Source: an optimization exercise on an open RTL-to-GDS flow (aim: small area, a short achievable clock period and few clock cycles). Production flows keep margins and buffers that such runs may drop. Where RTL was checked, it was by simulation tests only, not by an equivalence proof against the original. No driver is modelled on the clock port, so clocking that relies on it looks cheaper here than on a real chip. Power is estimated from default activity; no workload was simulated.

==> module soc_top, before the edit <==
module soc_top (
    input  logic                        clk,
    input  logic                        rst_n,
    input  logic [64:0]                 bus,
    input  logic [7:0]                  gpi1,
    input  logic [7:0]                  gpi2,
    input  logic [7:0]                  switches,
    output logic [soc_pkg::DATA_W-1:0]  rdata,
    output logic [soc_pkg::DATA_W-1:0]  gpo1,
    output logic [soc_pkg::DATA_W-1:0]  gpo2,
    output logic [7:0]                  seg,
    output logic [7:0]                  an
);
    localparam int W = soc_pkg::DATA_W;
    localparam int N = soc_pkg::RAM_WORDS;
    localparam int G  = N / 2;
    soc_pkg::bus_req_t          req;
    logic                       ram_we;
    logic                       fact_we;
    logic                       gpio_we;
    soc_pkg::rd_sel_t           rd_sel;
    logic [W-1:0]               fact_rdata;
    logic [W-1:0]               gpio_rdata;
    logic [W-1:0]               other_rdata;
    logic                       in_window;
    logic                       ram_en;
    logic                       fact_en;
    logic                       gpio_en;
    logic [N-1:0][W-1:0]        mem;
    logic [N-1:0][W-1:0]        mem_d;
    logic [soc_pkg::RAM_AW-1:0] word_addr;
    logic [N-1:0]               sel;
    logic [N-1:0]               sel_n;
    logic [N-1:0]               load;
    logic [N-1:0]               hold;
    logic [W-1:0][G-1:0]        part_z;
    logic [W-1:0]               ram_rdata;
    assign req = bus;
    addr_decode u_decode (
        .bus     (req),
        .ram_we  (ram_we),
        .fact_we (fact_we),
        .gpio_we (gpio_we),
        .rd_sel  (rd_sel)
    );
    fact_accel u_fact (
        .clk   (clk),
        .rst_n (rst_n),
        .we    (fact_we),
        .bus   (req),
        .rdata (fact_rdata)
    );
    gpio_port u_gpio (
        .clk   (clk),
        .rst_n (rst_n),
        .we    (gpio_we),
        .bus   (req),
        .gpi1  (gpi1),
        .gpi2  (gpi2),
        .rdata (gpio_rdata),
        .gpo1  (gpo1),
        .gpo2  (gpo2)
    );
    seg_display u_disp (
        .clk      (clk),
        .rst_n    (rst_n),
        .bus      (req),
        .switches (switches),
        .gpo1     (gpo1),
        .gpo2     (gpo2),
        .seg      (seg),
        .an       (an)
    );
    assign word_addr = req.addr[soc_pkg::RAM_AW+1:2];
    always_comb
    begin
        for (int i = 0; i < N; i++)
        begin
            sel[i]  = (word_addr == i[soc_pkg::RAM_AW-1:0]);
            sel_n[i] = !sel[i];
            load[i] = ram_we && sel[i];
            hold[i] = !load[i];
        end
    end
    for (genvar i = 0; i < N; i++)
    begin : g_word
        for (genvar b = 0; b < W; b++)
        begin : g_bit
            ram_hold u_hold (
                .q    (mem[i][b]),
                .hold (hold[i]),
                .w    (req.wdata[b]),
                .load (load[i]),
                .d    (mem_d[i][b])
            );
        end
    end
    always_ff @(posedge clk)
    begin
        mem <= mem_d;
    end
    for (genvar b = 0; b < W; b++)
    begin : g_rd
        for (genvar g = 0; g < G; g++)
        begin : g_p2
            ram_read2 u_read (
                .a0   (mem[2*g][b]),
                .s0_n (sel_n[2*g]),
                .a1   (mem[2*g+1][b]),
                .s1_n (sel_n[2*g+1]),
                .y    (part_z[b][g])
            );
        end
        assign ram_rdata[b] = !(|part_z[b]);
    end
    assign in_window = (req.addr[soc_pkg::ADDR_W-1:12] == '0);
    assign ram_en    = in_window && (req.addr[11:8] == soc_pkg::BLK_RAM);
    assign fact_en   = in_window && (req.addr[11:8] == soc_pkg::BLK_FACT);
    assign gpio_en   = in_window && (req.addr[11:8] == soc_pkg::BLK_GPIO);
    assign other_rdata = ({W{fact_en}} & fact_rdata) | ({W{gpio_en}} & gpio_rdata);
    assign rdata = ({W{ram_en}} & ram_rdata) | other_rdata;
endmodule
clock: 9.0 ns
lec_check: 0
cap_margin: 40
core_margin: 2
core_utilization: 60
cts_cluster_diameter: 100
cts_cluster_size: 25
place_density: 0.72
setup_slack_margin: 4
slew_margin: 40
synth_hierarchical: 1
synth_minimum_keep_size: 0
standard.sh (not shown) runs the stock make flow with config.mk's settings and CLKGATE_MAP_FILE= SYNTH_SCRIPT=/design/flow/synth_recipe.tcl, a recipe that flattens the netlist after the stock synthesis.
==> flow/flow/run.sh <==
#!/bin/bash
# The standard layout, with four changes to how it is made:
#  - synthesis may not pick the larger o22ai sizes, so the RAM read cells
#    start small (the resizer may still upsize them later);
#  - the ports get small, fast buffers (buf_2) instead of delay cells;
#  - the clock tree has no dummy loads and larger sink clusters;
#  - after clock tree synthesis and again after global routing, gates on
#    the worst setup path are upsized one at a time where that improves
#    the path (flow/sizer.tcl, called from flow/post_cts.tcl and
#    flow/post_grt.tcl).
# Each step's full output goes to its own log file here.
set -e
PLATFORM_DONT_USE="sky130_fd_sc_hd__probe_p_8 sky130_fd_sc_hd__probec_p_8 sky130_fd_sc_hd__lpflow_bleeder_1 sky130_fd_sc_hd__lpflow_clkbufkapwr_1 sky130_fd_sc_hd__lpflow_clkbufkapwr_16 sky130_fd_sc_hd__lpflow_clkbufkapwr_2 sky130_fd_sc_hd__lpflow_clkbufkapwr_4 sky130_fd_sc_hd__lpflow_clkbufkapwr_8 sky130_fd_sc_hd__lpflow_clkinvkapwr_1 sky130_fd_sc_hd__lpflow_clkinvkapwr_16 sky130_fd_sc_hd__lpflow_clkinvkapwr_2 sky130_fd_sc_hd__lpflow_clkinvkapwr_4 sky130_fd_sc_hd__lpflow_clkinvkapwr_8 sky130_fd_sc_hd__lpflow_decapkapwr_12 sky130_fd_sc_hd__lpflow_decapkapwr_3 sky130_fd_sc_hd__lpflow_decapkapwr_4 sky130_fd_sc_hd__lpflow_decapkapwr_6 sky130_fd_sc_hd__lpflow_decapkapwr_8 sky130_fd_sc_hd__lpflow_inputiso0n_1 sky130_fd_sc_hd__lpflow_inputiso0p_1 sky130_fd_sc_hd__lpflow_inputiso1n_1 sky130_fd_sc_hd__lpflow_inputiso1p_1 sky130_fd_sc_hd__lpflow_inputisolatch_1 sky130_fd_sc_hd__lpflow_isobufsrc_1 sky130_fd_sc_hd__lpflow_isobufsrc_16 sky130_fd_sc_hd__lpflow_isobufsrc_2 sky130_fd_sc_hd__lpflow_isobufsrc_4 sky130_fd_sc_hd__lpflow_isobufsrc_8 sky130_fd_sc_hd__lpflow_isobufsrckapwr_16 sky130_fd_sc_hd__lpflow_lsbuf_lh_hl_isowell_tap_1 sky130_fd_sc_hd__lpflow_lsbuf_lh_hl_isowell_tap_2 sky130_fd_sc_hd__lpflow_lsbuf_lh_hl_isowell_tap_4 sky130_fd_sc_hd__lpflow_lsbuf_lh_isowell_4 sky130_fd_sc_hd__lpflow_lsbuf_lh_isowell_tap_1 sky130_fd_sc_hd__lpflow_lsbuf_lh_isowell_tap_2 sky130_fd_sc_hd__lpflow_lsbuf_lh_isowell_tap_4 "
bash standard.sh DONT_USE_CELLS="$PLATFORM_DONT_USE sky130_fd_sc_hd__o22ai_2 sky130_fd_sc_hd__o22ai_4" synth > synth.log 2>&1
bash standard.sh \
    BUFFER_PORTS_ARGS="-buffer_cell sky130_fd_sc_hd__buf_2" \
    CTS_ARGS="-sink_clustering_enable -repair_clock_nets -dont_use_dummy_load -sink_clustering_size 25 -sink_clustering_max_diameter 100" \
    POST_CTS_TCL="$PWD/flow/post_cts.tcl" \
    POST_GLOBAL_ROUTE_TCL="$PWD/flow/post_grt.tcl" \
    finish > layout.log 2>&1
Other scripts of this flow, unchanged in this note and not shown: flow/flow/post_cts.tcl, flow/flow/post_grt.tcl, flow/flow/sizer.tcl
Testbench counts at the start, summed over its fixed seeds: cycles 3,077.
Edit:
--- a/flow/design.v
+++ b/flow/design.v
@@ -98,10 +98,22 @@
     input  logic s1_n,
     output logic y
 );
     assign y = ~((a0 | s0_n) & (a1 | s1_n));
 endmodule
+module rd_decode (
+    input  logic [soc_pkg::RAM_AW-1:0] word_addr,
+    output logic [soc_pkg::RAM_WORDS-1:0] sel_n
+);
+    always_comb
+    begin
+        for (int i = 0; i < soc_pkg::RAM_WORDS; i++)
+        begin
+            sel_n[i] = (word_addr != i[soc_pkg::RAM_AW-1:0]);
+        end
+    end
+endmodule
 `timescale 1ns/100ps
 module fact_accel (
     input  logic                        clk,
     input  logic                        rst_n,
     input  logic                        we,
@@ -344,11 +356,12 @@
     logic                       gpio_en;
     logic [N-1:0][W-1:0]        mem;
     logic [N-1:0][W-1:0]        mem_d;
     logic [soc_pkg::RAM_AW-1:0] word_addr;
     logic [N-1:0]               sel;
-    logic [N-1:0]               sel_n;
+    localparam int RG = 4;
+    logic [RG-1:0][N-1:0]       rsel_n;
     logic [N-1:0]               load;
     logic [N-1:0]               hold;
     logic [W-1:0][G-1:0]        part_z;
     logic [W-1:0]               ram_rdata;
     assign req = bus;
@@ -391,11 +404,10 @@
     always_comb
     begin
         for (int i = 0; i < N; i++)
         begin
             sel[i]  = (word_addr == i[soc_pkg::RAM_AW-1:0]);
-            sel_n[i] = !sel[i];
             load[i] = ram_we && sel[i];
             hold[i] = !load[i];
         end
     end
     for (genvar i = 0; i < N; i++)
@@ -413,19 +425,26 @@
     end
     always_ff @(posedge clk)
     begin
         mem <= mem_d;
     end
+    for (genvar r = 0; r < RG; r++)
+    begin : g_rdec
+        rd_decode u_rdec (
+            .word_addr (word_addr),
+            .sel_n     (rsel_n[r])
+        );
+    end
     for (genvar b = 0; b < W; b++)
     begin : g_rd
         for (genvar g = 0; g < G; g++)
         begin : g_p2
             ram_read2 u_read (
                 .a0   (mem[2*g][b]),
-                .s0_n (sel_n[2*g]),
+                .s0_n (rsel_n[b/(W/RG)][2*g]),
                 .a1   (mem[2*g+1][b]),
-                .s1_n (sel_n[2*g+1]),
+                .s1_n (rsel_n[b/(W/RG)][2*g+1]),
                 .y    (part_z[b][g])
             );
         end
         assign ram_rdata[b] = !(|part_z[b]);
     end
Outcome:
- The new run completed without violations
- sequential power barely changes
- wire length drops by 1.4%
- synthesized area climbs by 2.6%
- clock power drops by about 0.8%
- via count climbs by 0.68%
- clock-buffer cell count is unchanged
- utilization climbs by 0.59 points
- design area climbs by 2.9%
- power climbs by 1.2%
- setup slack gets better by 0.15 ns
The RTL of the second run of this note was laid out without a check of its function.

[port drivers added, routing unchanged]
How much do the figures lean on ideal ports? The routed layouts below were timed once more, with nothing changed but the port constraints.
Step 1: set_driving_cell puts a clkbuf_16 on clk and a buf_2 on each other input, an assumption about the parent block.
Step 2 adds t to the input delays and takes it off the output delays; t is the mean of the earliest and latest rising clock arrival at the registers after step 1. Input paths then give back, and output paths get back, about the clock's delay inside the block.
Three values: ideal ports, drivers, drivers and shift; two values: the first two.
run | t, ns | setup WS [ns] | cell pins on the clock port's net
the first run | 0.840 | 2.511 / 2.294 / 2.294 | 1
the second run | 0.844 | 2.665 / 2.376 / 2.376 | 1
After both steps every run listed still meets setup and hold. The setup slack of the second run, which loses most, moves by -0.289 ns with the drivers and by -0.289 ns with both steps.
